Source: an optimization exercise on an open RTL-to-GDS flow (aim: small area). Production flows keep margins and buffers that such runs may drop.
RTL that was checked went through simulation tests only; none was proved equivalent to the original.
The RTL of run 8 was laid out without a check of its function.
Power and IR drop assume default switching activity.

==> flow/config.mk <==
export PLATFORM = sky130hd
export DESIGN_NAME = dcache_top
export DESIGN_NICKNAME = dcache_top
export VERILOG_FILES = /design/flow/design.v
export SDC_FILE = /design/flow/constraint.sdc
export NUM_CORES = 4
export LEC_CHECK = 0
export ABC_AREA = 1
export CAP_MARGIN = 0
export CORE_MARGIN = 2
export CORE_UTILIZATION = 60
export CTS_BUF_LIST = sky130_fd_sc_hd__clkbuf_8
export CTS_CLUSTER_DIAMETER = 50
export CTS_CLUSTER_SIZE = 16
export PLACE_DENSITY = 0.75
export SETUP_SLACK_MARGIN = 0.4
export SLEW_MARGIN = 0
==> flow/constraint.sdc <==
create_clock -name core_clock -period 7.0 [get_ports {CLK}]
set_input_delay 1.4000 -clock core_clock [delete_from_list [all_inputs] [get_ports {CLK}]]
set_output_delay 1.4000 -clock core_clock [all_outputs]
set_load 0.01 [all_outputs]
==> flow/design.v <==
`timescale 1ns/10ps
module dcache_top (
    input  logic        CLK,
    input  logic        nRST,
    input  logic        halt_i,
    input  logic        dp_ren_i,
    input  logic        dp_wen_i,
    input  logic [31:0] dp_addr_i,
    input  logic [31:0] dp_store_i,
    output logic        dp_hit_o,
    output logic [31:0] dp_load_o,
    output logic        dp_flushed_o,
    output logic        mem_ren_o,
    output logic        mem_wen_o,
    output logic [31:0] mem_addr_o,
    output logic [31:0] mem_store_o,
    input  logic        mem_dwait_i,
    input  logic [31:0] mem_load_i
);
    localparam logic [2:0] S_LOOK = 3'd0;   
    localparam logic [2:0] S_CHK  = 3'd1;   
    localparam logic [2:0] S_WBX  = 3'd2;   
    localparam logic [2:0] S_TW   = 3'd3;   
    localparam logic [2:0] S_FX   = 3'd4;   
    localparam logic [2:0] S_FWR  = 3'd5;   
    localparam logic [2:0] S_DONE = 3'd6;   
    logic [32*32-1:0] dring;
    logic [16*26-1:0] tring;
    logic [15:0]      xring;   
    logic [7:0]       mring;   
    logic [7:0]       fring;   
    logic [4:0]  pos;
    logic        sweep;    
    logic [2:0]  st;
    logic        fl;       
    logic        wd;       
    logic [3:0]  frm;      
    logic        p1;       
    logic [31:0] buf_q;    
    logic [25:0] tag_q;    
    logic [31:0] dh;
    logic [25:0] th;
    logic        vh, xh, mh, fh;
    logic        req, pt_req, match, hit, pt_frm, pt_tag, last;
    logic        cap, cap_tag, swap, ld, hold, ws, fw, keep, fill_v;
    assign dh = dring[31:0];
    assign th = tring[25:0];
    assign xh = xring[0];
    assign mh = mring[0];
    assign fh = fring[0];
    assign vh = fh || (pos[3] && mh);
    assign req    = (dp_ren_i || dp_wen_i) && !sweep;
    assign pt_req = (pos[4] == dp_addr_i[2]) && (pos[2:0] == dp_addr_i[5:3]);
    assign match  = vh && (th == dp_addr_i[31:6]);
    assign hit    = (st == S_LOOK) && req && pt_req && match;
    assign pt_tag = (pos[3:0] == frm);
    assign pt_frm = (pos[4] == wd) && pt_tag;
    assign last   = (frm == 4'd15);
    assign cap     = (st == S_CHK) && pt_frm;             
    assign cap_tag = (cap && !wd) || ((st == S_TW) && pt_tag);
    assign swap    = cap && !wd && !fl;                   
    assign ld      = (st == S_FX) && !mem_dwait_i;        
    assign hold    = !(cap || ld);
    assign ws      = hit && dp_wen_i;                     
    assign fw      = (st == S_FWR) && pt_frm;             
    assign keep    = !(ws || fw);
    assign fill_v  = fw && wd;
    always_ff @(posedge CLK) begin
        dring <= {((dh & {32{keep}}) | (dp_store_i & {32{ws}}) | (buf_q & {32{fw}})),
                  dring[32*32-1:32]};
        tring <= {((th & {26{!swap}}) | (dp_addr_i[31:6] & {26{swap}})), tring[16*26-1:26]};
        xring <= {(!fill_v && (ws || xh)), xring[15:1]};
        mring <= {((hit || fill_v) ? pos[3] : (mh && !sweep)), mring[7:1]};
        fring <= {((fill_v && !pos[3]) || (fh && !sweep)), fring[7:1]};
        buf_q <= (mem_load_i & {32{ld}}) | (dh & {32{cap}}) | (buf_q & {32{hold}});
    end
    always_ff @(posedge CLK) begin
        if (cap_tag) begin
            tag_q <= th;
        end
    end
    always_ff @(posedge CLK, negedge nRST) begin
        if (!nRST) begin
            pos   <= '0;
            sweep <= 1'b1;
            st    <= S_LOOK;
            fl    <= 1'b0;
            wd    <= 1'b0;
            frm   <= '0;
            p1    <= 1'b0;
        end else begin
            pos <= pos + 5'd1;
            if (pos == 5'd15) sweep <= 1'b0;
            case (st)
                S_LOOK: begin
                    if (!sweep) begin
                        if (halt_i) begin
                            st  <= S_CHK;
                            fl  <= 1'b1;
                            frm <= '0;
                            wd  <= 1'b0;
                        end else if (req && pt_req) begin
                            if (match) begin
                                p1 <= 1'b0;
                            end else if (p1) begin
                                p1  <= 1'b0;
                                frm <= {!mh, dp_addr_i[5:3]};
                                wd  <= 1'b0;
                                st  <= S_CHK;
                            end else begin
                                p1 <= 1'b1;
                            end
                        end else if (!req) begin
                            p1 <= 1'b0;
                        end
                    end
                end
                S_CHK: begin
                    if (pt_frm) begin
                        if (wd || (vh && xh)) begin
                            st <= S_WBX;
                        end else if (fl) begin
                            if (last) st <= S_DONE;
                            else      frm <= frm + 4'd1;
                        end else begin
                            st <= S_TW;
                        end
                    end
                end
                S_WBX: begin
                    if (!mem_dwait_i) begin
                        if (!wd) begin
                            wd <= 1'b1;
                            st <= S_CHK;
                        end else begin
                            wd <= 1'b0;
                            if (fl) begin
                                if (last) begin
                                    st <= S_DONE;
                                end else begin
                                    frm <= frm + 4'd1;
                                    st  <= S_CHK;
                                end
                            end else begin
                                st <= S_TW;
                            end
                        end
                    end
                end
                S_TW: begin
                    if (pt_tag) st <= S_FX;
                end
                S_FX: begin
                    if (!mem_dwait_i) st <= S_FWR;
                end
                S_FWR: begin
                    if (pt_frm) begin
                        if (wd) begin
                            wd <= 1'b0;
                            st <= S_LOOK;
                        end else begin
                            wd <= 1'b1;
                            st <= S_FX;
                        end
                    end
                end
                default: begin
                end
            endcase
        end
    end
    assign dp_hit_o     = hit;
    assign dp_load_o    = dh;
    assign dp_flushed_o = (st == S_DONE);
    assign mem_wen_o    = (st == S_WBX);
    assign mem_ren_o    = (st == S_FX);
    assign mem_addr_o   = {tag_q, frm[2:0], wd, 2'b00};
    assign mem_store_o  = buf_q;
endmodule
==> flow/flow/run.sh <==
#!/bin/bash
# Standard layout with three changes:
#  - after the standard synthesis, its combinational logic is mapped again with Yosys's default
#    (area-oriented) ABC script; the registers are left as they are (same instances, names and
#    cell types), see remap.tcl;
#  - the port buffers are the smallest buffer (buf_1) rather than the cell buffer_ports picks
#    on its own; repair_design still resizes them where timing needs it;
#  - clock tree synthesis adds no dummy loads and uses small leaf clusters of clkbuf_4.
# Each tool's output goes to a log file of its own in this folder.
set -euo pipefail
here=$(pwd)
R=$here/orfs/results/sky130hd/dcache_top/base
export BUFFER_PORTS_ARGS="-buffer_cell sky130_fd_sc_hd__buf_1"
export CTS_ARGS="-sink_clustering_enable -repair_clock_nets -dont_use_dummy_load -sink_clustering_size 12 -sink_clustering_max_diameter 35 -buf_list sky130_fd_sc_hd__clkbuf_4"

bash standard.sh synth > make_synth.log 2>&1

export REMAP_LIB=$FLOW_HOME/platforms/sky130hd/lib/sky130_fd_sc_hd__tt_025C_1v80.lib
export REMAP_DONT_USE="$(make -s -C "$FLOW_HOME" DESIGN_CONFIG="$here/config.mk" WORK_HOME="$here/orfs" print-DONT_USE_CELLS 2> make_print.log | sed -n 's/^DONT_USE_CELLS: //p')"
export REMAP_IN=$here/synth_standard.v
export REMAP_OUT=$R/1_2_yosys.v
export REMAP_MODELS=$here/cell_models.v
cp "$R/1_2_yosys.v" "$REMAP_IN"
python3 flow/genmodels.py "$REMAP_LIB" "$REMAP_MODELS" "$REMAP_IN" > genmodels.log 2>&1
yosys -c flow/remap.tcl > yosys_remap.log 2>&1
rm -f "$R/1_synth.odb" "$R/1_synth.sdc"

bash standard.sh > make_finish.log 2>&1
==> flow/flow/genmodels.py <==
# Writes Verilog models of the sky130hd cells: combinational cells as assigns from their liberty
# functions, sequential cells as blackboxes (so their instances, the registers, stay untouched).
import re, sys
lib = open(sys.argv[1]).read()
out = []
pos = 0
cells = [(m.start(), m.group(1)) for m in re.finditer(r'\n\s*cell\s*\(\s*"?(sky130_fd_sc_hd__\w+)"?\s*\)', lib)]
cells.append((len(lib), None))
def conv(f):
    f = f.replace('!', '~').replace('+', '|').replace('*', '&')
    f = re.sub(r'\)\s*\(', ') & (', f)
    f = re.sub(r'(\w)\s+(?=[\w(~])', r'\1 & ', f)   # implicit AND by space
    return f
want = set(re.findall(r'sky130_fd_sc_hd__\w+', open(sys.argv[3]).read())) if len(sys.argv) > 3 else None
for (s, name), (e, _) in zip(cells, cells[1:]):
    if want is not None and name not in want: continue
    body = lib[s:e]
    pins = []
    for m in re.finditer(r'\n\s*pin\s*\(\s*"?(\w+)"?\s*\)\s*\{', body):
        # pin body up to the matching brace
        i = m.end(); depth = 1
        while depth:
            c = body[i]
            depth += (c == '{') - (c == '}')
            i += 1
        pb = body[m.end():i]
        d = re.search(r'direction\s*:\s*"?(\w+)"?', pb)
        f = re.search(r'\n\s*function\s*:\s*"([^"]*)"', pb)
        pins.append((m.group(1), d.group(1) if d else 'input', f.group(1) if f else None))
    seq = re.search(r'\n\s*(ff|latch|statetable)\s*\(', body) is not None
    ports = ", ".join(p for p, _, _ in pins)
    decl = "".join(f"  {'output' if d=='output' else 'input'} {p};\n" for p, d, _ in pins if d in ('input','output'))
    if seq or any(d == 'output' and f is None for p, d, f in pins) or not any(d=='output' for _,d,_ in pins):
        out.append(f"(* blackbox *)\nmodule {name}({ports});\n{decl}endmodule\n")
    else:
        asg = "".join(f"  assign {p} = {conv(f)};\n" for p, d, f in pins if d == 'output')
        out.append(f"module {name}({ports});\n{decl}{asg}endmodule\n")
open(sys.argv[2], 'w').write("".join(out))
==> flow/flow/remap.tcl <==
# Re-maps the combinational logic of the standard synthesis with Yosys's default ABC script for
# liberty mapping (area oriented). Registers are library-cell instances kept as black boxes, so
# they keep their names and cell types. Reads REMAP_IN, REMAP_MODELS, REMAP_LIB, REMAP_DONT_USE
# and writes REMAP_OUT.
yosys read_verilog $::env(REMAP_MODELS)
yosys read_verilog $::env(REMAP_IN)
yosys hierarchy -top $::env(FLOW_TOP)
yosys flatten -noscopeinfo
yosys hierarchy -top $::env(FLOW_TOP)
yosys read_liberty -lib -ignore_redef $::env(REMAP_LIB)
yosys proc
yosys techmap
yosys opt -fast
set du {}
foreach c $::env(REMAP_DONT_USE) { lappend du -dont_use $c }
yosys abc -liberty $::env(REMAP_LIB) {*}$du
yosys opt_clean -purge
yosys hilomap -singleton -hicell sky130_fd_sc_hd__conb_1 HI -locell sky130_fd_sc_hd__conb_1 LO
yosys splitnets
yosys opt_clean -purge
yosys stat -liberty $::env(REMAP_LIB)
yosys check -assert -mapped
yosys write_verilog -noattr -nohex -nodec $::env(REMAP_OUT)
==> flow/standard.sh <==
#!/bin/bash
# synth_recipe.tcl (not shown) runs the flow's synth.tcl, then flattens the netlist and writes it again
# the make line also repeats each setting of config.mk as NAME=value (left out here)
make -C /OpenROAD-flow-scripts/flow DESIGN_CONFIG=/design/flow/config.mk WORK_HOME=/design/flow/orfs CLKGATE_MAP_FILE= SYNTH_SCRIPT=/design/flow/synth_recipe.tcl "${@:-finish}"
==> results of run 1 <==
registers in the layout (all words and copies together), names as in the netlist, 3 cells and up:
name	cells
xring	16
buf_q	32
pos	5
tag_q	26
mring	8
dring	1024
frm	4
fring	8
tring	416
st	3
area by class of cell:
type / instances / area (um^2) / area share (%)
Timing Repair Buffer: 204 / 792 / 2.16
Antenna cell: 1 / 2.50 / 0.00684
Tap cell: 748 / 936 / 2.56
Inverter: 16 / 60.1 / 0.164
Clock buffer: 162 / 1220 / 3.32
Multi-Input combinational cell: 374 / 2290 / 6.25
Sequential cell: 1546 / 31300 / 85.5
power groups by stage:
stage / Clock [mW] / Combinational [mW] / Sequential (mW)
global route: 3.92 / 0.0674 / 8.84
detailed placement: 0 / 0.0596 / 9.03
floorplan: 0 / 0.0164 / 9.04
global placement: 0 / 0.0570 / 9.03
finish: 3.42 / 0.0602 / 8.83
CTS: 3.59 / 0.0601 / 8.83
placed cells by master, fill, tap and decap left out, types with 19 or more instances in the layout:
cell type,instances
buf_1,197
clkbuf_4,162
edfxtp_1,26
dfxtp_1,1504
nand2_1,113
nor2_1,19
o21ai_0,43
mux2_1,24
a22oi_1,65
through the flow:
stage,instance area (um^2),hold WS [ns]
finish,36600,0.230
global route,36600,0.232
CTS,36600,0.226
detailed placement,35400,0.312
global placement,35400,0.310
floorplan,33600,0.310
routing by layer:
metal	wire, um	track usage (%)
met1	22200	22.1
met2	19100	22.9
met3	2560	5.03
met4	1070	7.68
met5	0	0
final timing paths:
path	start	end	slack [ns]	cells past startpoint
max	dp_addr_i[25]	dp_hit_o	2.40	6
min	dring[609]	dring[577]	0.23	0
max reg2reg	tring[4]	dring[1012]	3.54	8
min reg2reg	dring[609]	dring[577]	0.23	0
max in group asynchronous	nRST	st[2]	5.83	1
min in group asynchronous	nRST	pos[1]	0.56	1
==> impl_metrics.yaml, run 1 <==
outcome:
  status: "finished clean"
worst_setup_path:
  worstPathRequired_ns: 5.60
  cp_top_family: "simple AND/OR/NAND/NOR gates"
  path_cells: "buf_1 -> nor2b_1 -> a2111oi_0 -> nand4_1 -> nor4_1 -> buf_1"
  crit_type: "input port to primary output"
  critPathMostFrequentCell: "buf_1"
  critPathMaxStageDelay_ns: 0.62
  start_kind: "input port"
  critPathSlowestCell: "a2111oi_0"
  endpoint_kind: "primary output"
  cp_max_fo: 3
  timing.critical_path.buf_inv: 2
  cp.arrival_ns: 3.20
hold_path:
  hp-class: "flip-flop to flip-flop"
grt:
  antenna_found_initial: 1
  grt_use_total_pct: 15.9
  overflow: 0
  grt_max_degree: 37
  grt_pass1_vias: 14225
  grt_pass1_wl_um: 70500
power:
  combPwrFrac_pct: 0.5
  switching_power_mw: 2.39
  p_leak_nw: 14.5
  pwr_density_cell_nw_per_um2: 337
  p_int_mw: 9.92
  power.total_mw: 12.3
  pwr-share-clk_pct: 27.8
  power_frac_seq_pct: 71.7
  ir_worst_vdd_mv: 0.221
  switching_share_pct: 19.4
sta:
  period_share_pct: 65.7
  relSlewSlack_pct: 31.6
  hold_viol: 0
  min_period_ns: 4.60
  fin_ws_ns: 2.40
  setup_viol: 0
  fmax_mhz: 217
  worst_pin_slew_ns: 1.03
  rsz0062_at_grt: "no"
  finalMaxSlewViolations: 0
  tns_ns: 0
  skew_ns: 0.117
placed_design:
  port_buffers: 197
  gp_congestion: 0.847
  hpwl_um: 26500
  dp.cells: 2888
  place_ws_ns: 2.36
detailed_routing:
  ant_nets: 0
  via_per_inst: 4.59
  drc: 0
  drt_iter0_drc: 634
  post_drt_wl_per_cell_um: 14.7
  drt_first_pass_iters: 7
  wirelength_um: 44900
  vias: 14007
cts:
  numCtsBuffers: 162
  cts.sinks: 1546
  clockBufferDepth: 3
  hold_buffers: 0
  clockRootBuffer: "clkbuf_4"
  clk_latency_ns: 0.95
  htreeDepth: 4
  path_clk_slew_ns: 0.11
  cts_tree: "yes"
  post_cts_buffers: 0
  cts_resized: 0
cells_and_area:
  final_nets: 2406
  fillers: 3800
  layout-drive-gt1-share_pct: 7.73
  final_util_pct: 66.3
  instances_no_fill: 3051
  area_delta_synth_final_pct: 8.91
synth:
  syn-instance-count: 1935
  syn_area_per_cell_um2: 17.4
  syn_area_um2: 33600
  yosysWarnings: 1
floorplan:
  fp.coreArea_um2: 55200
  die_w_um: 241
  start_util_pct: 60.9
  die-area_um2: 57900
  io_pins: 202
  rows: 86
  die_h_um: 241
run:
  cap_violations: 0
==> run 2, diff against run 1 <==
--- a/flow/flow/run.sh
+++ b/flow/flow/run.sh
@@ -1,7 +1,7 @@
 #!/bin/bash
 # Standard layout with three changes:
-#  - after the standard synthesis, its combinational logic is mapped again with Yosys's default
-#    (area-oriented) ABC script; the registers are left as they are (same instances, names and
+#  - after the standard synthesis, its combinational logic is mapped again with an
+#    area-oriented ABC script; the registers are left as they are (same instances, names and
 #    cell types), see remap.tcl;
 #  - the port buffers are the smallest buffer (buf_1) rather than the cell buffer_ports picks
 #    on its own; repair_design still resizes them where timing needs it;
@@ -11,7 +11,7 @@
 here=$(pwd)
 R=$here/orfs/results/sky130hd/dcache_top/base
 export BUFFER_PORTS_ARGS="-buffer_cell sky130_fd_sc_hd__buf_1"
-export CTS_ARGS="-sink_clustering_enable -repair_clock_nets -dont_use_dummy_load -sink_clustering_size 12 -sink_clustering_max_diameter 35 -buf_list sky130_fd_sc_hd__clkbuf_4"
+export CTS_ARGS="-sink_clustering_enable -repair_clock_nets -dont_use_dummy_load -sink_clustering_size 12 -sink_clustering_max_diameter 25 -buf_list sky130_fd_sc_hd__clkbuf_4"
 
 bash standard.sh synth > make_synth.log 2>&1
 
--- a/flow/flow/remap.tcl
+++ b/flow/flow/remap.tcl
@@ -1,5 +1,5 @@
-# Re-maps the combinational logic of the standard synthesis with Yosys's default ABC script for
-# liberty mapping (area oriented). Registers are library-cell instances kept as black boxes, so
+# Re-maps the combinational logic of the standard synthesis with an area-oriented ABC script
+# (two rounds of dc2 rewriting, choice computation, then area mapping with amap). Registers are library-cell instances kept as black boxes, so
 # they keep their names and cell types. Reads REMAP_IN, REMAP_MODELS, REMAP_LIB, REMAP_DONT_USE
 # and writes REMAP_OUT.
 yosys read_verilog $::env(REMAP_MODELS)
@@ -13,7 +13,7 @@
 yosys opt -fast
 set du {}
 foreach c $::env(REMAP_DONT_USE) { lappend du -dont_use $c }
-yosys abc -liberty $::env(REMAP_LIB) {*}$du
+yosys abc -liberty $::env(REMAP_LIB) {*}$du -script {+strash;dc2;dc2;dch,-f;amap}
 yosys opt_clean -purge
 yosys hilomap -singleton -hicell sky130_fd_sc_hd__conb_1 HI -locell sky130_fd_sc_hd__conb_1 LO
 yosys splitnets
==> impl_metrics.yaml, run 2 <==
run:
  cap_violations: 0
floorplan:
  start_util_pct: 60.7
  die_h_um: 240
  die_w_um: 240
  die-area_um2: 57700
  io_pins: 202
  fp.coreArea_um2: 55100
  rows: 86
cells_and_area:
  top_regs: "dring (1024), tring (416), buf_q (32)"
  largest_reg_flops: 1024
  layout_commonest_cell: "dfxtp_1"
  instances_no_fill: 3094
  final_util_pct: 67.0
  final_cell_mix: "1504 x dfxtp_1, 223 x clkbuf_4, 197 x buf_1, 63 x clkinv_1, 44 x nor2_1"
  layout-drive-gt1-share_pct: 10.2
  area_delta_synth_final_pct: 10.3
  largest_register: "dring"
  design_area_um2: 36900
  final_nets: 2448
cts:
  cts_resized: 0
  numCtsBuffers: 223
  post_cts_buffers: 0
  path_clk_slew_ns: 0.10
  hold_buffers: 0
  cts.sinks: 1546
  cts_tree: "yes"
  clockRootBuffer: "clkbuf_4"
  clockBufferDepth: 3
  htreeDepth: 4
  clk_latency_ns: 1.02
synth:
  syn_area_um2: 33500
  syn_area_per_cell_um2: 17.5
  syn-instance-count: 1916
  yosysWarnings: 1
grt:
  grt_max_degree: 52
  grt_use_total_pct: 16.3
  grt_pass1_vias: 14729
  antenna_found_initial: 3
  grt_pass1_wl_um: 72600
  overflow: 0
placed_design:
  postPlaceCellArea_um2: 35200
  hpwl_um: 26300
  dp.cells: 2869
  port_buffers: 197
  gp_congestion: 0.836
  place_ws_ns: 1.26
worst_setup_path:
  cp.arrival_ns: 4.30
  endpoint_kind: "primary output"
  critPathMostFrequentCell: "or4_1"
  worstPathRequired_ns: 5.60
  path_cells: "buf_1 -> xor2_1 -> or4_1 -> or4b_1 -> or4_1 -> or4_1 -> nor3_1 -> buf_1"
  critPathMaxStageDelay_ns: 0.56
  start_kind: "input port"
  crit_type: "input port to primary output"
  cp_max_fo: 3
  critPathSlowestCell: "or4_1"
detailed_routing:
  wirelength_um: 45600
  drt_iter0_drc: 1121
  post_drt_wl_per_cell_um: 14.7
  via_per_inst: 4.63
  drt_first_pass_iters: 6
  drc: 0
  ant_nets: 0
  vias: 14336
sta:
  relSlewSlack_pct: 24.2
  fmax_mhz: 176
  hold_viol: 0
  finalMaxSlewViolations: 0
  worst_pin_slew_ns: 1.13
  rsz0062_at_grt: "no"
  skew_ns: 0.104
  fin_ws_ns: 1.30
  tns_ns: 0
  period_share_pct: 81.4
  min_period_ns: 5.70
  setup_viol: 0
hold_path:
  hp-class: "flip-flop to flip-flop"
power:
  p_leak_nw: 14.6
  ir_worst_vdd_mv: 0.222
  pwr_density_cell_nw_per_um2: 346
outcome:
  status: "finished clean"
==> run 2: cell count changes in the layout (fill, tap and decap cells not counted), sizes merged, moves of 24 or more <==
cell	delta
nand2	-85
nor2	+27
mux2	-24
clkinv	+47
o22a	+28
clkbuf	+61
a22oi	-32
==> run 2: layout make-up <==
| class | instances | area [um^2] |
|---|---|---|
| diodes | 2 | 5.00 |
| clock buffers | 223 | 1670 |
| fillers | 3768 | 18200 |
| inverters | 64 | 240 |
| multi-input cells | 307 | 1980 |
| flip-flops and latches | 1546 | 31300 |
| well taps | 748 | 936 |
| repair buffers | 204 | 792 |
==> run 2: where the power goes <==
group / switching [mW] / internal, mW
clock network: 2.45 / 1.45
logic: 0.0301 / 0.0259
registers: 0.00403 / 8.82
total: 2.48 / 10.3
==> run 2: per-stage QoR <==
stage / hold slack, ns / power [mW]
after floorplan: 0.310 / 9.04
after global placement: 0.310 / 9.07
after detailed placement: 0.312 / 9.08
after CTS: 0.241 / 13.0
after global routing: 0.238 / 13.3
final: 0.228 / 12.8
==> run 2: metal layers <==
layer / vias to the layer above / routed length, um / global-route usage [%]
met5: - / 15 / 0
met4: 2 / 1230 / 8.83
met1: 6701 / 22000 / 22.4
li1: 7085 / - / -
met3: 122 / 2650 / 5.36
met2: 426 / 19600 / 23.1
==> run 2: worst max-delay path, delay by kind of cell <==
kind	cells	cell delay [ns]
buf+inv	2	0.39
simple gates	5	2.34
xor+xnor	1	0.16
==> run 2: final timing paths <==
kind / startpoint / to / slack [ns] / cells after the start
worst min register to register: dring[526] / dring[494] / 0.23 / 0
worst min-delay path: dring[526] / dring[494] / 0.23 / 0
worst max register to register: tring[18] / dring[1005] / 2.60 / 11
min in group asynchronous: nRST / frm[2] / 0.53 / 1
worst max-delay path: dp_addr_i[24] / dp_hit_o / 1.30 / 8
max in group asynchronous: nRST / p1 / 5.84 / 1
==> run 3, diff against run 2 <==
--- a/flow/flow/run.sh
+++ b/flow/flow/run.sh
@@ -11,7 +11,7 @@
 here=$(pwd)
 R=$here/orfs/results/sky130hd/dcache_top/base
 export BUFFER_PORTS_ARGS="-buffer_cell sky130_fd_sc_hd__buf_1"
-export CTS_ARGS="-sink_clustering_enable -repair_clock_nets -dont_use_dummy_load -sink_clustering_size 12 -sink_clustering_max_diameter 25 -buf_list sky130_fd_sc_hd__clkbuf_4"
+export CTS_ARGS="-sink_clustering_enable -repair_clock_nets -dont_use_dummy_load -sink_clustering_size 11 -sink_clustering_max_diameter 35 -buf_list sky130_fd_sc_hd__clkbuf_4"
 
 bash standard.sh synth > make_synth.log 2>&1
 
==> impl_metrics.yaml, run 3 <==
outcome:
  status: "finished clean"
synth:
  syn_area_um2: 33500
  syn_area_per_cell_um2: 17.5
  yosysWarnings: 1
  syn-instance-count: 1916
sta:
  hold_viol: 0
  relSlewSlack_pct: 23.9
  finalMaxSlewViolations: 0
  tns_ns: 0
  setup_viol: 0
  skew_ns: 0.102
  fmax_mhz: 175
  worst_pin_slew_ns: 1.14
  period_share_pct: 81.6
  hold_ws_ns: 0.244
  min_period_ns: 5.71
  rsz0062_at_grt: "no"
cts:
  clk_latency_ns: 0.97
  clockBufferDepth: 3
  cts_resized: 0
  cts_tree: "yes"
  htreeDepth: 4
  path_clk_slew_ns: 0.10
  clockRootBuffer: "clkbuf_4"
  post_cts_buffers: 0
  numCtsBuffers: 171
  hold_buffers: 0
  cts.sinks: 1546
cells_and_area:
  top_regs: "dring (1024), tring (416), buf_q (32)"
  final_nets: 2396
  final_cell_mix: "1504 x dfxtp_1, 197 x buf_1, 171 x clkbuf_4, 63 x clkinv_1, 44 x nor2_1"
  area_delta_synth_final_pct: 9.20
  largest_register: "dring"
  largest_reg_flops: 1024
  layout_commonest_cell: "dfxtp_1"
  layout-drive-gt1-share_pct: 8.12
grt:
  antenna_found_initial: 4
  grt_max_degree: 52
  grt_use_total_pct: 16.2
  overflow: 0
  grt_pass1_vias: 14394
  grt_pass1_wl_um: 71600
floorplan:
  start_util_pct: 60.7
  die_h_um: 240
  die-area_um2: 57700
  io_pins: 202
  rows: 86
  die_w_um: 240
  fp.coreArea_um2: 55100
detailed_routing:
  drc: 0
  vias: 14157
  drt_first_pass_iters: 6
  post_drt_wl_per_cell_um: 14.8
  via_per_inst: 4.65
  ant_nets: 0
  drt_iter0_drc: 1060
  wirelength_um: 45200
worst_setup_path:
  cp_max_fo: 3
  start_kind: "input port"
  crit_type: "input port to primary output"
  worstPathRequired_ns: 5.60
  endpoint_kind: "primary output"
  cp.arrival_ns: 4.31
  reg2regPathDepth: 11
power:
  p_leak_nw: 14.4
  ir_worst_vdd_mv: 0.202
  pwr_density_cell_nw_per_um2: 339
hold_path:
  hp-class: "flip-flop to flip-flop"
  worstHoldPathCells: 0
placed_design:
  hpwl_um: 26300
  gp_congestion: 0.836
  port_buffers: 197
run:
  cap_violations: 0
run 3: changes by cell type in the layout (fill, tap and decap cells not counted), sizes merged:
cell	before	now
clkbuf	223	171
diode	2	6
run 3: final timing paths:
check / slack, ns / from / endpoint
min reg2reg: 0.24 / tring[238] / tring[212]
min: 0.24 / tring[238] / tring[212]
min in group asynchronous: 0.57 / nRST / frm[0]
max: 1.29 / dp_addr_i[24] / dp_hit_o
max in group asynchronous: 5.80 / nRST / st[0]
max reg2reg: 2.54 / tring[18] / dring[1005]
run 3: worst max-delay path, stage by stage:
cell and delay (ns):
buf_1 0.11, xor2_1 0.16, or4_1 0.56, or4b_1 0.51
or4_1 0.39, or4_1 0.54, nor3_1 0.36, buf_1 0.28
run 3: routing by layer:
layer	share of wire (%)	wire length [um]	vias up	track usage, %
li1	-	-	6962	-
met1	49	22000	6618	22.7
met2	43	19300	432	22.8
met3	5.7	2560	143	4.28
met4	3.0	1350	2	9.35
met5	0.029	13	-	0
run 3: report_power, final:
part | switching [mW] | internal (mW)
Combinational | 0.0301 | 0.0258
Clock | 2.38 | 1.13
Sequential | 0.00404 | 8.82
Total | 2.41 | 9.97
run 3: layout make-up:
| cell class | count | area, um^2 |
|---|---|---|
| Tap cell | 748 | 936 |
| Inverter | 64 | 240 |
| Clock buffer | 171 | 1280 |
| Multi-Input combinational cell | 307 | 1980 |
| Antenna cell | 6 | 15.0 |
| Timing Repair Buffer | 204 | 792 |
| Sequential cell | 1546 | 31300 |
| Fill cell | 3832 | 18600 |
run 3: metrics by stage:
step                std cells  instance area [um^2]  setup slack, ns  total power, mW  utilization (%)
global placement         2869                 35200             1.29             9.07             64.0
floorplan                1917                 33500             1.33             9.04                -
CTS                      3040                 36500             1.26             12.6             66.3
detailed placement       2869                 35200             1.26             9.08             64.0
finish                   3046                 36500             1.29             12.4             66.3
global route             3046                 36500             1.19             12.9             66.3
==> run 4, diff against run 3 <==
--- a/flow/config.mk
+++ b/flow/config.mk
@@ -8,10 +8,10 @@
 export ABC_AREA = 1
 export CAP_MARGIN = 0
 export CORE_MARGIN = 2
-export CORE_UTILIZATION = 60
+export CORE_UTILIZATION = 70
 export CTS_BUF_LIST = sky130_fd_sc_hd__clkbuf_8
 export CTS_CLUSTER_DIAMETER = 50
 export CTS_CLUSTER_SIZE = 16
-export PLACE_DENSITY = 0.75
+export PLACE_DENSITY = 0.85
 export SETUP_SLACK_MARGIN = 0.4
 export SLEW_MARGIN = 0
==> impl_metrics.yaml, run 4 <==
sta:
  rsz0062_at_grt: "no"
  fmax_mhz: 178
  finalMaxSlewViolations: 0
  hold_viol: 0
  worst_pin_slew_ns: 1.32
  min_period_ns: 5.62
  period_share_pct: 80.3
  tns_ns: 0
  skew_ns: 0.104
  relSlewSlack_pct: 11.9
  setup_viol: 0
worst_setup_path:
  path_cells: "buf_1 -> xor2_1 -> or4_1 -> or4b_1 -> or4_1 -> or4_1 -> nor3_1 -> buf_1"
  timing.critical_path.buf_inv: 2
  crit_start: "dp_addr_i[24]"
  cp_num_cells: 8
  crit_type: "input port to primary output"
  r2r_end: "tring[407]"
  cp_max_fo: 3
  critPathMostFrequentCell: "or4_1"
  worstPathRequired_ns: 5.60
  r2r_start: "pos[3]"
  endpoint_kind: "primary output"
  cp_top_family: "simple AND/OR/NAND/NOR gates"
  endpoint: "dp_hit_o"
  r2r_setup_slack_ns: 1.92
  reg2regPathDepth: 11
  critPathMaxStageDelay_ns: 0.54
  critPathSlowestCell: "or4_1"
  start_kind: "input port"
  cp.arrival_ns: 4.22
detailed_routing:
  vias: 14451
  drc: 0
  drt_first_pass_iters: 5
  post_drt_wl_per_cell_um: 17.3
  drt_iter0_drc: 824
  via_per_inst: 4.98
  wirelength_um: 50300
  ant_nets: 0
grt:
  overflow: 0
  antenna_found_initial: 4
  grt_pass1_wl_um: 77700
  grt_pass1_vias: 15062
  grt_use_total_pct: 20.7
  grt_max_degree: 54
cells_and_area:
  layout_commonest_cell: "dfxtp_1"
  design_area_um2: 36300
  instances_no_fill: 2903
  largest_register: "dring"
  final_nets: 2387
  layout-drive-gt1-share_pct: 7.75
  final_util_pct: 76.5
  area_delta_synth_final_pct: 8.49
  final_cell_mix: "1504 x dfxtp_1, 197 x buf_1, 164 x clkbuf_4, 63 x clkinv_1, 44 x nor2_1"
  top_regs: "dring (1024), tring (416), buf_q (32)"
  largest_reg_flops: 1024
run:
  cap_violations: 0
floorplan:
  die_h_um: 223
  io_pins: 202
  rows: 80
  die-area_um2: 49600
  die_w_um: 223
  fp.coreArea_um2: 47400
  start_util_pct: 70.5
power:
  ir_worst_vdd_mv: 0.218
  pwr-share-clk_pct: 28.1
  switching_share_pct: 19.6
  pwr_density_cell_nw_per_um2: 340
  switching_power_mw: 2.42
  combPwrFrac_pct: 0.5
  p_int_mw: 9.93
  power_frac_seq_pct: 71.5
  p_leak_nw: 14.3
cts:
  clockRootBuffer: "clkbuf_4"
  clockBufferDepth: 3
  htreeDepth: 4
  post_cts_buffers: 0
  path_clk_slew_ns: 0.10
  cts.sinks: 1546
  numCtsBuffers: 164
  cts_resized: 0
  clk_latency_ns: 0.98
  cts_tree: "yes"
  hold_buffers: 0
placed_design:
  postPlaceCellArea_um2: 35100
  port_buffers: 197
  gp_congestion: 0.838
  dp.cells: 2734
  hpwl_um: 30200
hold_path:
  min_from: "dring[564]"
  hp-class: "flip-flop to flip-flop"
synth:
  syn-instance-count: 1916
  syn_area_per_cell_um2: 17.5
  syn_area_um2: 33500
  yosysWarnings: 1
outcome:
  status: "finished clean"
==> run 4: how the worst min path moves through the flow <==
stage                  to  slack (ns)  depth (start not counted)
2_1_floorplan    dring[0]        0.31                          0
3_3_place_gp   tring[235]        0.31                          0
3_5_place_dp   dring[629]        0.31                          0
4_1_cts        dring[532]        0.23                          0
5_1_grt        dring[532]        0.23                          0
6_report       dring[532]        0.21                          0
==> run 4: area by class of cell <==
cell class	count	area (um^2)
Tap cell	615	769
Fill cell	2575	11100
Timing Repair Buffer	202	777
Antenna cell	5	12.5
Inverter	64	240
Sequential cell	1546	31300
Multi-Input combinational cell	307	1980
Clock buffer	164	1230
==> run 4: power groups by stage <==
| stage | clock, mW | combinational, mW | sequential [mW] |
|---|---|---|---|
| after floorplan | 0 | 0.0180 | 9.03 |
| after global placement | 0 | 0.0519 | 9.02 |
| after detailed placement | 0 | 0.0568 | 9.02 |
| after CTS | 3.59 | 0.0576 | 8.82 |
| after global routing | 3.89 | 0.0633 | 8.83 |
| final | 3.47 | 0.0590 | 8.82 |
==> run 4: through the flow <==
stage,total power [mW],hold WS [ns],worst slack [ns]
after floorplan,9.04,0.310,1.33
after global routing,12.8,0.232,1.28
final,12.3,0.214,1.38
after detailed placement,9.08,0.312,1.41
after CTS,12.5,0.226,1.41
after global placement,9.07,0.310,1.48
==> run 4: metal layers <==
metal	part of all wire (%)	global-route usage, %	vias to the layer above
li1	-	-	6949
met5	0	0	-
met3	5.6	5.86	132
met4	3.1	10.1	0
met2	47	32.6	501
met1	44	26.9	6869
==> run 5, diff against run 4 <==
--- a/flow/flow/run.sh
+++ b/flow/flow/run.sh
@@ -11,7 +11,7 @@
 here=$(pwd)
 R=$here/orfs/results/sky130hd/dcache_top/base
 export BUFFER_PORTS_ARGS="-buffer_cell sky130_fd_sc_hd__buf_1"
-export CTS_ARGS="-sink_clustering_enable -repair_clock_nets -dont_use_dummy_load -sink_clustering_size 11 -sink_clustering_max_diameter 35 -buf_list sky130_fd_sc_hd__clkbuf_4"
+export CTS_ARGS="-sink_clustering_enable -repair_clock_nets -dont_use_dummy_load -sink_clustering_size 12 -sink_clustering_max_diameter 35 -buf_list sky130_fd_sc_hd__clkbuf_4"
 
 bash standard.sh synth > make_synth.log 2>&1
 
==> impl_metrics.yaml, run 5 <==
worst_setup_path:
  critPathSlowestCell: "or4_1"
  endpoint_kind: "primary output"
  path_cells: "buf_1 -> xor2_1 -> or4_1 -> or4b_1 -> or4_1 -> or4_1 -> nor3_1 -> buf_1"
  start_kind: "input port"
  critPathMaxStageDelay_ns: 0.54
  critPathMostFrequentCell: "or4_1"
  worstPathRequired_ns: 5.60
  cp.arrival_ns: 4.26
  cp_max_fo: 3
  r2r_setup_slack_ns: 2.00
  crit_type: "input port to primary output"
run:
  cap_violations: 0
sta:
  finalMaxSlewViolations: 0
  period_share_pct: 80.8
  min_period_ns: 5.66
  tns_ns: 0
  hold_viol: 0
  skew_ns: 0.0762
  worst_pin_slew_ns: 1.30
  rsz0062_at_grt: "no"
  fmax_mhz: 177
  relSlewSlack_pct: 13.2
  fin_ws_ns: 1.34
  setup_viol: 0
grt:
  antenna_found_initial: 3
  grt_use_total_pct: 20.4
  grt_pass1_wl_um: 76300
  overflow: 0
  grt_max_degree: 54
  grt_pass1_vias: 14821
detailed_routing:
  drt_first_pass_iters: 5
  drt_iter0_drc: 780
  wirelength_um: 49400
  post_drt_wl_per_cell_um: 17.1
  via_per_inst: 4.97
  drc: 0
  vias: 14365
  ant_nets: 0
power:
  p_int_mw: 9.86
  power_frac_seq_pct: 72.1
  pwr_density_cell_nw_per_um2: 338
  p_leak_nw: 14.3
  switching_power_mw: 2.38
  combPwrFrac_pct: 0.5
  ir_worst_vdd_mv: 0.228
  switching_share_pct: 19.4
  pwr-share-clk_pct: 27.4
cts:
  cts_tree: "yes"
  post_cts_buffers: 0
  cts_resized: 0
  numCtsBuffers: 154
  cts.sinks: 1546
  clockBufferDepth: 3
  clockRootBuffer: "clkbuf_4"
  clk_latency_ns: 1.01
  htreeDepth: 4
  path_clk_slew_ns: 0.11
  hold_buffers: 0
floorplan:
  rows: 80
  io_pins: 202
  die_w_um: 223
  die_h_um: 223
  fp.coreArea_um2: 47400
  start_util_pct: 70.5
  die-area_um2: 49600
placed_design:
  hpwl_um: 30200
  dp.cells: 2734
  port_buffers: 197
  postPlaceCellArea_um2: 35100
  gp_congestion: 0.838
  place_ws_ns: 1.41
hold_path:
  hp-class: "flip-flop to flip-flop"
synth:
  syn_area_per_cell_um2: 17.5
  syn_area_um2: 33500
  yosysWarnings: 1
  syn-instance-count: 1916
cells_and_area:
  top_regs: "dring (1024), tring (416), buf_q (32)"
  area_delta_synth_final_pct: 8.24
  fillers: 2621
  largest_reg_flops: 1024
  seqCellArea_um2: 31300
  design_area_um2: 36200
  layout-drive-gt1-share_pct: 7.35
  final_cell_mix: "1504 x dfxtp_1, 197 x buf_1, 154 x clkbuf_4, 63 x clkinv_1, 44 x nor2_1"
  multi_input_area_um2: 1980
  largest_register: "dring"
  final_nets: 2377
  layout_commonest_cell: "dfxtp_1"
  instances_no_fill: 2890
outcome:
  status: "finished clean"
## run 5: cell type report
cell class,count,share of cell area [%]
flip-flops and latches,1546,86.4
repair buffers,202,2.15
inverters,64,0.663
well taps,615,2.12
multi-input cells,307,5.46
diodes,2,0.0138
clock buffers,154,3.19
## run 5: worst max-delay path: cells and delay by family
kind          cells  cell delay [ns]
simple gates      5             2.29
buf+inv           2             0.40
xor+xnor          1             0.17
## run 5: final timing paths
path / start / end / depth (start not counted)
setup / recovery: dp_addr_i[24] / dp_hit_o / 8
hold / removal: dring[34] / dring[2] / 0
setup reg to reg: pos[3] / tring[394] / 11
hold reg to reg: dring[34] / dring[2] / 0
max in group asynchronous: nRST / pos[0] / 1
min in group asynchronous: nRST / st[0] / 1
## run 5: per-stage QoR
step                hold WS [ns]  util, %  power, mW
floorplan                  0.310        -       9.04
global placement           0.310     73.9       9.07
detailed placement         0.312     73.9       9.08
CTS                        0.271     76.3       12.4
global route               0.270     76.3       12.7
finish                     0.260     76.3       12.2
## run 5: layer usage
| metal | up-vias | part of all wire (%) | GRT usage, % |
|---|---|---|---|
| met3 | 126 | 5.7 | 5.21 |
| li1 | 6918 | - | - |
| met4 | 2 | 3.1 | 11.2 |
| met2 | 535 | 47 | 31.7 |
| met5 | - | 0.020 | 0 |
| met1 | 6784 | 44 | 26.5 |
## run 5: power groups by stage
stage               combinational, mW  sequential [mW]  clock, mW
floorplan                      0.0180             9.03          0
detailed placement             0.0568             9.02          0
global route                   0.0635             8.83       3.78
global placement               0.0519             9.02          0
CTS                            0.0578             8.82       3.48
finish                         0.0592             8.82       3.36
==> run 6, diff against run 5 <==
--- a/flow/config.mk
+++ b/flow/config.mk
@@ -8,10 +8,10 @@
 export ABC_AREA = 1
 export CAP_MARGIN = 0
 export CORE_MARGIN = 2
-export CORE_UTILIZATION = 70
+export CORE_UTILIZATION = 60
 export CTS_BUF_LIST = sky130_fd_sc_hd__clkbuf_8
 export CTS_CLUSTER_DIAMETER = 50
 export CTS_CLUSTER_SIZE = 16
-export PLACE_DENSITY = 0.85
+export PLACE_DENSITY = 0.75
 export SETUP_SLACK_MARGIN = 0.4
 export SLEW_MARGIN = 0
==> impl_metrics.yaml, run 6 <==
detailed_routing:
  drt_first_pass_iters: 5
  vias: 14106
  drt_iter0_drc: 1158
  wirelength_um: 45000
  via_per_inst: 4.65
  post_drt_wl_per_cell_um: 14.8
  drc: 0
  ant_nets: 0
synth:
  syn-instance-count: 1916
  syn_area_per_cell_um2: 17.5
  syn_area_um2: 33500
  yosysWarnings: 1
run:
  cap_violations: 0
cts:
  clockBufferDepth: 3
  path_clk_slew_ns: 0.10
  numCtsBuffers: 160
  hold_buffers: 0
  cts_resized: 0
  cts_tree: "yes"
  clockRootBuffer: "clkbuf_4"
  cts.sinks: 1546
  post_cts_buffers: 0
  htreeDepth: 4
  clk_latency_ns: 0.99
worst_setup_path:
  crit_type: "input port to primary output"
  worstPathRequired_ns: 5.60
  cp.arrival_ns: 4.29
  cp_top_family: "simple AND/OR/NAND/NOR gates"
  cp_max_fo: 3
  r2r_start: "tring[18]"
  start_kind: "input port"
  reg2regPathDepth: 11
  critPathSlowestCell: "or4_1"
  r2r_setup_slack_ns: 2.60
  timing.critical_path.buf_inv: 2
  r2r_end: "dring[1005]"
  path_cells: "buf_1 -> xor2_1 -> or4_1 -> or4b_1 -> or4_1 -> or4_1 -> nor3_1 -> buf_1"
  critPathMaxStageDelay_ns: 0.56
  endpoint_kind: "primary output"
  critPathMostFrequentCell: "or4_1"
floorplan:
  rows: 86
  fp.coreArea_um2: 55100
  start_util_pct: 60.7
  die-area_um2: 57700
  die_w_um: 240
  io_pins: 202
  die_h_um: 240
cells_and_area:
  layout_commonest_cell: "dfxtp_1"
  layout-drive-gt1-share_pct: 7.67
  seqCellArea_um2: 31300
  multi_input_area_um2: 1980
  design_area_um2: 36500
  fillers: 3830
  final_nets: 2385
  final_cell_mix: "1504 x dfxtp_1, 197 x buf_1, 160 x clkbuf_4, 63 x clkinv_1, 44 x nor2_1"
  top_regs: "dring (1024), tring (416), buf_q (32)"
  largest_reg_flops: 1024
  largest_register: "dring"
  area_delta_synth_final_pct: 8.95
hold_path:
  hp-class: "flip-flop to flip-flop"
  worstHoldPathCells: 0
  min_from: "tring[238]"
  hold-path-endpoint: "tring[212]"
grt:
  use_met2_pct: 22.8
  grt_pass1_wl_um: 71400
  grt_use_total_pct: 16.1
  grt_pass1_vias: 14145
  grt_max_degree: 52
  overflow: 0
  antenna_found_initial: 5
  busiest_layer: "met2"
  grt_use_met1_pct: 22.6
  met3_usage_pct: 4.54
sta:
  worst_pin_slew_ns: 1.11
  min_period_ns: 5.69
  hold_viol: 0
  period_share_pct: 81.3
  skew_ns: 0.117
  setup_viol: 0
  relSlewSlack_pct: 25.6
  fmax_mhz: 176
  rsz0062_at_grt: "no"
  tns_ns: 0
  finalMaxSlewViolations: 0
power:
  pwr_density_cell_nw_per_um2: 337
  pwr-share-clk_pct: 27.7
  ir_worst_vdd_mv: 0.217
  combPwrFrac_pct: 0.5
  switching_share_pct: 19.4
  p_int_mw: 9.90
  power_frac_seq_pct: 71.8
  switching_power_mw: 2.38
  p_leak_nw: 14.3
placed_design:
  postPlaceCellArea_um2: 35200
  gp_congestion: 0.836
  hpwl_um: 26300
  port_buffers: 197
outcome:
  status: "finished clean"
run 6: cell types whose count changed in the layout (fill, tap and decap cells not counted), sizes merged:
cell    previous run  this run
clkbuf           154       160
diode              2         6
buf              202       204
run 6: metal layers:
metal,wire [um],up-vias
met1,21600,6607
met4,1280,2
met5,13,-
met3,2820,121
li1,-,6952
met2,19300,424
run 6: area by class of cell:
type	count	area share, %
Antenna cell	6	0.0412
Clock buffer	160	3.30
Inverter	64	0.659
Multi-Input combinational cell	307	5.43
Sequential cell	1546	85.8
Tap cell	748	2.57
Timing Repair Buffer	204	2.17
run 6: per-stage QoR:
stage | cells | setup slack, ns | hold WS (ns) | utilization (%) | power (mW)
CTS | 3029 | 1.26 | 0.211 | 66.1 | 12.5
floorplan | 1917 | 1.33 | 0.310 | - | 9.04
global placement | 2869 | 1.29 | 0.310 | 64.0 | 9.07
global route | 3035 | 1.19 | 0.213 | 66.2 | 12.8
detailed placement | 2869 | 1.26 | 0.312 | 64.0 | 9.08
finish | 3035 | 1.31 | 0.208 | 66.2 | 12.3
run 6: worst max-delay path by stage:
stage                            end          start  cells past startpoint
after floorplan           tring[390]         pos[3]                      9
after global placement      dp_hit_o  dp_addr_i[24]                      8
after detailed placement    dp_hit_o  dp_addr_i[24]                      8
after CTS                   dp_hit_o  dp_addr_i[24]                      8
after global routing        dp_hit_o  dp_addr_i[24]                      8
final                       dp_hit_o  dp_addr_i[24]                      8
run 6: power by group through the flow:
stage                     sequential [mW]  combinational, mW  clock [mW]
after floorplan                      9.03             0.0180           0
after global placement               9.02             0.0523           0
after detailed placement             9.02             0.0549           0
after CTS                            8.82             0.0553        3.57
after global routing                 8.83             0.0615        3.92
final                                8.82             0.0559        3.41
run 6: worst register-to-register path: cells and delay by family, from the launching register on:
| family | cells | cell delay [ns] |
|---|---|---|
| simple gates | 6 | 2.51 |
| buf+inv | 2 | 1.16 |
| flops | 1 | 0.34 |
| xor+xnor | 1 | 0.14 |
| compound gates | 2 | 0.19 |
==> run 7, diff against run 6 <==
--- a/flow/flow/run.sh
+++ b/flow/flow/run.sh
@@ -11,7 +11,7 @@
 here=$(pwd)
 R=$here/orfs/results/sky130hd/dcache_top/base
 export BUFFER_PORTS_ARGS="-buffer_cell sky130_fd_sc_hd__buf_1"
-export CTS_ARGS="-sink_clustering_enable -repair_clock_nets -dont_use_dummy_load -sink_clustering_size 12 -sink_clustering_max_diameter 35 -buf_list sky130_fd_sc_hd__clkbuf_4"
+export CTS_ARGS="-sink_clustering_enable -repair_clock_nets -dont_use_dummy_load -sink_clustering_size 12 -sink_clustering_max_diameter 35 -buf_list \"sky130_fd_sc_hd__clkbuf_2 sky130_fd_sc_hd__clkbuf_4\""
 
 bash standard.sh synth > make_synth.log 2>&1
 
==> impl_metrics.yaml, run 7 <==
power:
  combPwrFrac_pct: 0.5
  pwr-share-clk_pct: 27.7
  switching_power_mw: 2.38
  p_leak_nw: 14.3
  pwr_density_cell_nw_per_um2: 337
  ir_worst_vdd_mv: 0.217
  switching_share_pct: 19.4
  power_frac_seq_pct: 71.8
  p_int_mw: 9.90
cts:
  hold_buffers: 0
  post_cts_buffers: 0
  path_clk_slew_ns: 0.10
  numCtsBuffers: 160
  htreeDepth: 4
  clockBufferDepth: 3
  cts.sinks: 1546
  clk_latency_ns: 0.99
  cts_tree: "yes"
  clockRootBuffer: "clkbuf_4"
  cts_resized: 0
cells_and_area:
  area_delta_synth_final_pct: 8.95
  largest_reg_flops: 1024
  instances_no_fill: 3035
  design_area_um2: 36500
  final_util_pct: 66.2
  final_cell_mix: "1504 x dfxtp_1, 197 x buf_1, 160 x clkbuf_4, 63 x clkinv_1, 44 x nor2_1"
  layout-drive-gt1-share_pct: 7.67
  final_nets: 2385
  largest_register: "dring"
  layout_commonest_cell: "dfxtp_1"
  multi_input_area_um2: 1980
  fillers: 3830
  top_regs: "dring (1024), tring (416), buf_q (32)"
  seqCellArea_um2: 31300
floorplan:
  die_h_um: 240
  die_w_um: 240
  io_pins: 202
  start_util_pct: 60.7
  rows: 86
  fp.coreArea_um2: 55100
  die-area_um2: 57700
worst_setup_path:
  worstPathRequired_ns: 5.60
  crit_type: "input port to primary output"
  cp_max_fo: 3
  start_kind: "input port"
  cp.arrival_ns: 4.29
  endpoint_kind: "primary output"
grt:
  antenna_found_initial: 5
  grt_max_degree: 52
  grt_pass1_vias: 14145
  overflow: 0
  grt_use_total_pct: 16.1
  grt_pass1_wl_um: 71400
sta:
  fmax_mhz: 176
  worst_pin_slew_ns: 1.11
  tns_ns: 0
  relSlewSlack_pct: 25.6
  rsz0062_at_grt: "no"
  min_period_ns: 5.69
  skew_ns: 0.117
  period_share_pct: 81.3
  setup_viol: 0
  hold_ws_ns: 0.208
  finalMaxSlewViolations: 0
  hold_viol: 0
detailed_routing:
  ant_nets: 0
  drt_iter0_drc: 1158
  wirelength_um: 45000
  post_drt_wl_per_cell_um: 14.8
  drc: 0
  vias: 14106
  via_per_inst: 4.65
  drt_first_pass_iters: 5
placed_design:
  postPlaceCellArea_um2: 35200
  gp_congestion: 0.836
  dp.cells: 2869
  hpwl_um: 26300
  port_buffers: 197
run:
  cap_violations: 0
outcome:
  status: "finished clean"
synth:
  yosysWarnings: 1
  syn_area_per_cell_um2: 17.5
  syn-instance-count: 1916
  syn_area_um2: 33500
hold_path:
  hp-class: "flip-flop to flip-flop"
-- run 7: critical path, cell delays in order --
cell and delay, ns:
buf_1 0.11, xor2_1 0.16, or4_1 0.56, or4b_1 0.51, or4_1 0.39, or4_1 0.54, nor3_1 0.35, buf_1 0.28
-- run 7: path summary, 6_finish.rpt --
| path | start | end | slack [ns] | cells after the start |
|---|---|---|---|---|
| worst min-delay path | tring[238] | tring[212] | 0.21 | 0 |
| min in group asynchronous | nRST | pos[3] | 0.55 | 1 |
| max in group asynchronous | nRST | st[0] | 5.79 | 1 |
| worst max register to register | tring[18] | dring[1005] | 2.60 | 11 |
| worst max-delay path | dp_addr_i[24] | dp_hit_o | 1.31 | 8 |
| worst min register to register | tring[238] | tring[212] | 0.21 | 0 |
-- run 7: layer usage --
layer  vias to the layer above  track usage [%]  part of all wire (%)
met5                         -                0                 0.029
met4                         2             8.45                   2.8
met3                       121             4.54                   6.3
met2                       424             22.8                    43
met1                      6607             22.6                    48
li1                       6952                -                     -
-- run 7: power by group through the flow --
| stage | Combinational (mW) | Clock [mW] | Sequential (mW) |
|---|---|---|---|
| after floorplan | 0.0180 | 0 | 9.03 |
| after global placement | 0.0523 | 0 | 9.02 |
| after detailed placement | 0.0549 | 0 | 9.02 |
| after CTS | 0.0553 | 3.57 | 8.82 |
| after global routing | 0.0615 | 3.92 | 8.83 |
| final | 0.0559 | 3.41 | 8.82 |
-- run 7: area by class of cell --
type / instances / area share [%]
sequential: 1546 / 85.8
multi-input combinational: 307 / 5.43
clock buffer: 160 / 3.30
tap: 748 / 2.57
timing repair buffer: 204 / 2.17
inverter: 64 / 0.659
antenna: 6 / 0.0412
-- run 7: through the flow --
stage          worst slack [ns]  power (mW)
6_report                   1.31        12.3
5_1_grt                    1.19        12.8
4_1_cts                    1.26        12.5
3_5_place_dp               1.26        9.08
3_3_place_gp               1.29        9.07
2_1_floorplan              1.33        9.04
==> run 8, diff against run 7 <==
--- a/flow/design.v
+++ b/flow/design.v
@@ -36,12 +36,13 @@
     logic        wd;       
     logic [3:0]  frm;      
     logic        p1;       
+    logic        r1;       
     logic [31:0] buf_q;    
     logic [25:0] tag_q;    
     logic [31:0] dh;
     logic [25:0] th;
     logic        vh, xh, mh, fh;
-    logic        req, pt_req, match, hit, pt_frm, pt_tag, last;
+    logic        req, lk, pt_req, match, hit, pt_frm, pt_tag, last;
     logic        cap, cap_tag, swap, ld, hold, ws, fw, keep, fill_v;
     assign dh = dring[31:0];
     assign th = tring[25:0];
@@ -49,10 +50,11 @@
     assign mh = mring[0];
     assign fh = fring[0];
     assign vh = fh || (pos[3] && mh);
-    assign req    = (dp_ren_i || dp_wen_i) && !sweep;
+    assign req    = (dp_ren_i || dp_wen_i) && !sweep && r1;
     assign pt_req = (pos[4] == dp_addr_i[2]) && (pos[2:0] == dp_addr_i[5:3]);
     assign match  = vh && (th == dp_addr_i[31:6]);
-    assign hit    = (st == S_LOOK) && req && pt_req && match;
+    assign lk     = (st == S_LOOK);
+    assign hit    = lk && req && pt_req && match;
     assign pt_tag = (pos[3:0] == frm);
     assign pt_frm = (pos[4] == wd) && pt_tag;
     assign last   = (frm == 4'd15);
@@ -60,19 +62,19 @@
     assign cap_tag = (cap && !wd) || ((st == S_TW) && pt_tag);
     assign swap    = cap && !wd && !fl;                   
     assign ld      = (st == S_FX) && !mem_dwait_i;        
-    assign hold    = !(cap || ld);
+    assign hold    = !(cap || ld || lk);
     assign ws      = hit && dp_wen_i;                     
     assign fw      = (st == S_FWR) && pt_frm;             
     assign keep    = !(ws || fw);
     assign fill_v  = fw && wd;
     always_ff @(posedge CLK) begin
-        dring <= {((dh & {32{keep}}) | (dp_store_i & {32{ws}}) | (buf_q & {32{fw}})),
+        dring <= {((dh & {32{keep}}) | (buf_q & {32{!keep}})),
                   dring[32*32-1:32]};
         tring <= {((th & {26{!swap}}) | (dp_addr_i[31:6] & {26{swap}})), tring[16*26-1:26]};
         xring <= {(!fill_v && (ws || xh)), xring[15:1]};
         mring <= {((hit || fill_v) ? pos[3] : (mh && !sweep)), mring[7:1]};
         fring <= {((fill_v && !pos[3]) || (fh && !sweep)), fring[7:1]};
-        buf_q <= (mem_load_i & {32{ld}}) | (dh & {32{cap}}) | (buf_q & {32{hold}});
+        buf_q <= (dp_store_i & {32{lk}}) | (mem_load_i & {32{ld}}) | (dh & {32{cap}}) | (buf_q & {32{hold}});
     end
     always_ff @(posedge CLK) begin
         if (cap_tag) begin
@@ -82,6 +84,7 @@
     always_ff @(posedge CLK, negedge nRST) begin
         if (!nRST) begin
             pos   <= '0;
+            r1    <= 1'b0;
             sweep <= 1'b1;
             st    <= S_LOOK;
             fl    <= 1'b0;
@@ -90,6 +93,7 @@
             p1    <= 1'b0;
         end else begin
             pos <= pos + 5'd1;
+            r1  <= lk && (dp_ren_i || dp_wen_i) && !sweep && !hit;
             if (pos == 5'd15) sweep <= 1'b0;
             case (st)
                 S_LOOK: begin
--- a/flow/flow/run.sh
+++ b/flow/flow/run.sh
@@ -11,7 +11,7 @@
 here=$(pwd)
 R=$here/orfs/results/sky130hd/dcache_top/base
 export BUFFER_PORTS_ARGS="-buffer_cell sky130_fd_sc_hd__buf_1"
-export CTS_ARGS="-sink_clustering_enable -repair_clock_nets -dont_use_dummy_load -sink_clustering_size 12 -sink_clustering_max_diameter 35 -buf_list \"sky130_fd_sc_hd__clkbuf_2 sky130_fd_sc_hd__clkbuf_4\""
+export CTS_ARGS="-sink_clustering_enable -repair_clock_nets -dont_use_dummy_load -sink_clustering_size 12 -sink_clustering_max_diameter 35 -buf_list sky130_fd_sc_hd__clkbuf_4"
 
 bash standard.sh synth > make_synth.log 2>&1
 
==> impl_metrics.yaml, run 8 <==
worst_setup_path:
  worstPathRequired_ns: 5.60
  crit_type: "input port to primary output"
  path_cells: "buf_1 -> nor2_1 -> a21oi_1 -> or4_1 -> or4_1 -> or4_1 -> or4_1 -> nor3_1 -> buf_1"
  endpoint_kind: "primary output"
  r2r_setup_slack_ns: 3.15
  timing.critical_path.buf_inv: 2
  cp.arrival_ns: 4.28
  start_kind: "input port"
  cp_top_family: "simple AND/OR/NAND/NOR gates"
  critPathMostFrequentCell: "or4_1"
  critPathSlowestCell: "or4_1"
  critPathMaxStageDelay_ns: 0.55
  cp_max_fo: 3
synth:
  syn-instance-count: 1939
  syn_area_per_cell_um2: 17.3
  syn_area_um2: 33500
  yosysWarnings: 1
cts:
  post_cts_buffers: 0
  clk_latency_ns: 0.97
  clockRootBuffer: "clkbuf_4"
  hold_buffers: 0
  numCtsBuffers: 161
  path_clk_slew_ns: 0.10
  clockBufferDepth: 3
  htreeDepth: 4
  cts_tree: "yes"
  cts_resized: 0
  cts.sinks: 1547
power:
  pwr_density_cell_nw_per_um2: 336
  p_leak_nw: 14.3
  ir_worst_vdd_mv: 0.178
grt:
  antenna_found_initial: 2
  overflow: 0
  grt_use_total_pct: 16.6
  grt_pass1_wl_um: 72600
  grt_max_degree: 36
  grt_pass1_vias: 14323
cells_and_area:
  final_cell_mix: "1504 x dfxtp_1, 197 x buf_1, 161 x clkbuf_4, 70 x nand2_1, 62 x clkinv_1"
  area_delta_synth_final_pct: 8.90
  largest_reg_flops: 1024
  final_nets: 2410
  final_util_pct: 66.1
  design_area_um2: 36500
  layout-drive-gt1-share_pct: 7.59
  largest_register: "dring"
  top_regs: "dring (1024), tring (416), buf_q (32)"
  layout_commonest_cell: "dfxtp_1"
run:
  cap_violations: 0
floorplan:
  die_w_um: 240
  die-area_um2: 57800
  rows: 86
  start_util_pct: 60.7
  io_pins: 202
  die_h_um: 240
  fp.coreArea_um2: 55200
detailed_routing:
  vias: 14203
  drt_iter0_drc: 875
  ant_nets: 0
  post_drt_wl_per_cell_um: 15.3
  drt_first_pass_iters: 6
  drc: 0
  via_per_inst: 4.64
  wirelength_um: 46700
placed_design:
  hpwl_um: 28400
  port_buffers: 197
  gp_congestion: 0.819
  postPlaceCellArea_um2: 35300
sta:
  worst_pin_slew_ns: 1.11
  finalMaxSlewViolations: 0
  fmax_mhz: 176
  relSlewSlack_pct: 25.9
  min_period_ns: 5.68
  rsz0062_at_grt: "no"
  hold_viol: 0
  tns_ns: 0
  setup_viol: 0
  skew_ns: 0.115
  period_share_pct: 81.1
outcome:
  status: "finished clean"
hold_path:
  hp-class: "flip-flop to flip-flop"
## run 8: changes by cell type in the layout (fill, tap and decap cells not counted), moves of 8 or more
cell | previous run | this run
a21oi_1 | 21 | 29
a22oi_1 | 33 | 1
o21ai_0 | 40 | 11
nor3_1 | 18 | 10
nand2_1 | 28 | 70
o22ai_1 | 16 | 31
o22a_1 | 28 | 41
xor2_1 | 11 | 0
a222oi_1 | 17 | 28
a221o_1 | 15 | 4
## run 8: worst paths after layout
path	cells past startpoint	endpoint	start
max	9	dp_hit_o	dp_addr_i[22]
min	0	dring[634]	dring[666]
max reg2reg	13	frm[0]	tring[20]
min reg2reg	0	dring[634]	dring[666]
max in group asynchronous	1	frm[3]	nRST
min in group asynchronous	1	r1	nRST
## run 8: stage by stage
step                      hold slack, ns  worst slack [ns]  std cells  total power, mW
after floorplan                    0.310              2.04       1940             9.04
after global placement             0.310              1.40       2893             9.07
after detailed placement           0.312              1.36       2893             9.07
after CTS                          0.246              1.36       3054             12.4
after global routing               0.238              1.25       3055             12.8
final                              0.239              1.32       3058             12.3
## run 8: layout make-up
class / count / area [um^2]
timing repair buffer: 205 / 800
tap: 748 / 936
multi-input combinational: 331 / 2010
fill: 3795 / 18700
inverter: 62 / 233
clock buffer: 161 / 1210
sequential: 1547 / 31300
antenna: 4 / 10.0
## run 8: layer usage
layer  vias up  track usage [%]  routed length [um]
li1       7037                -                   -
met1      6695             23.1               22800
met2       380             23.8               19700
met3        89             5.37                2930
met4         2             7.74                1210
met5         -                0                  10
## run 8: worst register-to-register path: cells and delay by family, from the launching register on
kind,cells,cell delay (ns)
AOI/OAI and AO/OA,4,0.87
DFF,1,0.38
buffers and inverters,2,0.39
and+or+nand+nor,7,2.07
## run 8: power by group
part	switching (mW)	internal [mW]	total, mW
Clock	2.34	1.06	3.40
Sequential	0.000163	8.82	8.82
Combinational	0.0273	0.0202	0.0476

static timing again, ports no longer ideal:
In the flow no input, the clock included, has a driving cell. The finished layouts below were timed again as built, in two steps.
Step 1: set_driving_cell puts a clkbuf_16 on CLK and a buf_2 on each other input, an assumption about the parent block.
Step 2 also shifts input and output timing later by t, the mid clock arrival at the registers, as if the neighbouring blocks saw the same clock.
a / b / c = ideal ports / drivers / drivers and shift; a / b = the first two.
run | t, ns | slack for setup (ns) | worst setup path after step 2
run 1 | 0.952 | 2.399 / 2.368 / 2.368 | input to output
run 2 | 1.000 | 1.304 / 1.280 / 1.280 | input to output
run 3 | 0.974 | 1.291 / 1.267 / 1.267 | input to output
run 4 | 0.987 | 1.380 / 1.352 / 1.352 | input to output
run 5 | 1.013 | 1.342 / 1.315 / 1.315 | input to output
run 6 | 0.977 | 1.308 / 1.285 / 1.285 | input to output
run 7 | 0.977 | 1.308 / 1.285 / 1.285 | input to output
run 8 | 0.974 | 1.325 / 1.284 / 1.284 | input to output
After both steps every run listed still meets setup and hold. For run 8, which loses most, drivers alone change the setup slack by -0.041 ns; drivers and shift together by -0.041 ns.
